Context: an optimization exercise on an open-source flow, tuned for small area, a short achievable clock period and few clock cycles. The choices shown serve that exercise and are no tape-out recipe.
The RTL was checked by simulation tests, not by an equivalence proof against the original design.
Power is estimated from default activity; no workload was simulated.

P:
// nice_core_top
module nice_core_top (
   input  logic                  custom_mem_op,
   input  logic                  nice_rst_n,
   output logic                  nice_active,
   output logic                  nice_mem_holdup,
   input  logic                  nice_req_valid,
   output logic                  nice_req_ready,
   input  logic [32-1:0] nice_req_inst,
   input  logic [32-1:0] nice_req_rs1,
   input  logic [32-1:0] nice_req_rs2,
   output logic                  nice_rsp_valid,
   input  logic                  nice_rsp_ready,
   output logic [32-1:0] nice_rsp_rdat,
   output logic                  nice_rsp_err,
   output logic                  nice_icb_cmd_valid,
   input  logic                  nice_icb_cmd_ready,
   output logic [32-1:0] nice_icb_cmd_addr,
   output logic                  nice_icb_cmd_read,
   output logic [32-1:0] nice_icb_cmd_wdata,
   output logic [1:0]            nice_icb_cmd_size,
   input  logic                  nice_icb_rsp_valid,
   output logic                  nice_icb_rsp_ready,
   input  logic [32-1:0] nice_icb_rsp_rdata,
   input  logic                  nice_icb_rsp_err
);
Size: about 2700 cells after synthesis, roughly 1200 flip-flops, ~240 I/O pins.
Settings: LEC_CHECK=0, CAP_MARGIN=20, CORE_MARGIN=2, CORE_UTILIZATION=40, CTS_BUF_LIST=sky130_fd_sc_hd__clkbuf_16, CTS_CLUSTER_DIAMETER=85, CTS_CLUSTER_SIZE=32, SETUP_SLACK_MARGIN=4.0, SLEW_MARGIN=20; clock period 7.5 ns.
standard.sh (not shown) runs the stock make flow with config.mk's settings and CLKGATE_MAP_FILE= SYNTH_SCRIPT=/design/flow/synth_recipe.tcl, a recipe that flattens the netlist after the stock synthesis.
==> flow/flow/run.sh <==
#!/bin/bash
# The standard layout, with the smallest buffer on every port instead of
# the default port buffer cell; each tool's output goes to its own log here
set -euo pipefail
bash standard.sh BUFFER_PORTS_ARGS="-buffer_cell sky130_fd_sc_hd__buf_1" finish > standard_make.log 2>&1
Testbench counts of P, summed over its fixed seeds: cycles 9,854.
Edits applied to the flow inputs when going from P to Q:
Settings: CTS_BUF_LIST changed from sky130_fd_sc_hd__clkbuf_16 to sky130_fd_sc_hd__clkbuf_4 sky130_fd_sc_hd__clkbuf_8 sky130_fd_sc_hd__clkbuf_16; CTS_CLUSTER_DIAMETER changed from 85 to 80; PLACE_DENSITY newly set to 0.8; CTS_CLUSTER_SIZE changed from 32 to 30; CORE_UTILIZATION changed from 40 to 70.
## What came out
Q vs P: met1 track demand over resource in global routing up. Q vs P on number of cell rows: Q is the lower one. The final worst setup slack was comparable across Q and P. Die area | Q < P. Compared with P, Q shows horizontal die dimension lower by 71 um. From P to Q the numbers moved as follows: proportion of power drawn by the clock network shrank by 0.3 points, net switching power figure now sits lower. Between Q and P, the final global-route overflow total does not differ in any meaningful way. P and Q ended up with roughly the same arrival time at the worst endpoint. Against P, via count in Q rose by a few percent.
For R, these inputs were changed with respect to Q:
Settings: CORE_UTILIZATION: 70 -> 40; PLACE_DENSITY: 0.8 -> unset.
### Flow results
- Across R and Q, none had a timing, DRC or antenna violation.
- Number of fillers in the final layout (R over Q): increase, about 150%
- R ended with less total global routing track utilization than Q.
- Looking only at post-route non-filler standard cell count, and setting everything else aside, the higher value of R and Q goes to R.
- Going from Q to R, first-pass GRT wire length grew slightly.
- Re internal power contribution: R and Q aren't equal, and the lower value belongs to Q.
- R gives more clock group share of total power than Q did.
- Comparing R and Q, the higher area of all placed cells without fillers was measured on R.
- The maximum frequency on Q is in line with that on R.
- Diff R..Q | final sum of negative setup slack | unchanged
- Between R and Q, it is R whose sum of met3 wire segment lengths after detailed routing is higher, by 36 um.
- R ends up with higher setup slack than Q does.
Edits applied to the flow inputs when going from R to S:
Settings: swapping sky130_fd_sc_hd__clkbuf_4 sky130_fd_sc_hd__clkbuf_8 sky130_fd_sc_hd__clkbuf_16 for sky130_fd_sc_hd__clkbuf_8 sky130_fd_sc_hd__clkbuf_16 in CTS_BUF_LIST; swapping 80 for 90 in CTS_CLUSTER_DIAMETER; swapping 30 for 34 in CTS_CLUSTER_SIZE.
Results
| count of clock buffers in the final design | lower: S |. Route | S vs R | wire shorter in S. Between S and R, the time the final worst path needs with I/O delays and setup figures differ only marginally. On hold slack, R loses to S.
Inputs modified between S and T:
Settings: CTS_CLUSTER_DIAMETER now 80, was 90; CTS_CLUSTER_SIZE now 30, was 34; CORE_UTILIZATION now 55, was 40; CTS_BUF_LIST now sky130_fd_sc_hd__clkbuf_4 sky130_fd_sc_hd__clkbuf_8 sky130_fd_sc_hd__clkbuf_16, was sky130_fd_sc_hd__clkbuf_8 sky130_fd_sc_hd__clkbuf_16; PLACE_DENSITY now 0.7, previously not set.
==> comparison <==
Delta (T minus S): power went up by 2.5%; worst slack on hold paths went down. S → T: worst relative slew slack now larger; vertical die dimension now smaller. Between S and T, the post-layout instance area does not differ in any meaningful way. From S to T the numbers moved as follows: multi-input logic portion of the cell area shows no meaningful change; horizontal die dimension fell about 15%; worst setup slack closely matched the old numbers; worst path required time saw little to no change; routed wire length lower. Compared T against S; share of the clock period used by the worst path after layout within noise.

==> separate check: timing with driven ports <==
How much do the figures lean on ideal ports? The routed layouts below were timed once more, with nothing changed but the port constraints.
Step 1 (the two cells are an assumption about what drives the block):
set clk [get_ports {custom_mem_op}]
set_driving_cell -lib_cell sky130_fd_sc_hd__clkbuf_16 $clk
set_driving_cell -lib_cell sky130_fd_sc_hd__buf_2 [delete_from_list [all_inputs] $clk]
Step 2 times the ports against the registers' clock, not the clock port: input delays grow and output delays shrink by t, the midpoint of the rising clock arrivals with the driver on.
Slacks: no drivers / after step 1 / after step 2; pairs: no drivers / after step 1.
| run | t, ns | setup slack, ns | worst setup path after step 2 | worst slew at a driven data input, ns |
|---|---|---|---|---|
| P | 0.679 | 4.027 / 3.995 / 3.797 | input to register | 0.15 |
| Q | 0.678 | 4.028 / 3.994 / 3.767 | input to register | 0.09 |
| R | 0.689 | 4.031 / 3.999 / 3.524 | input to register | 0.14 |
| S | 0.672 | 4.030 / 3.998 / 3.556 | input to register | 0.14 |
| T | 0.677 | 4.029 / 3.998 / 3.684 | input to register | 0.12 |
After both steps setup and hold are still met in every run listed. The setup slack of R, which loses most, moves by -0.032 ns with the drivers and by -0.507 ns with both steps.
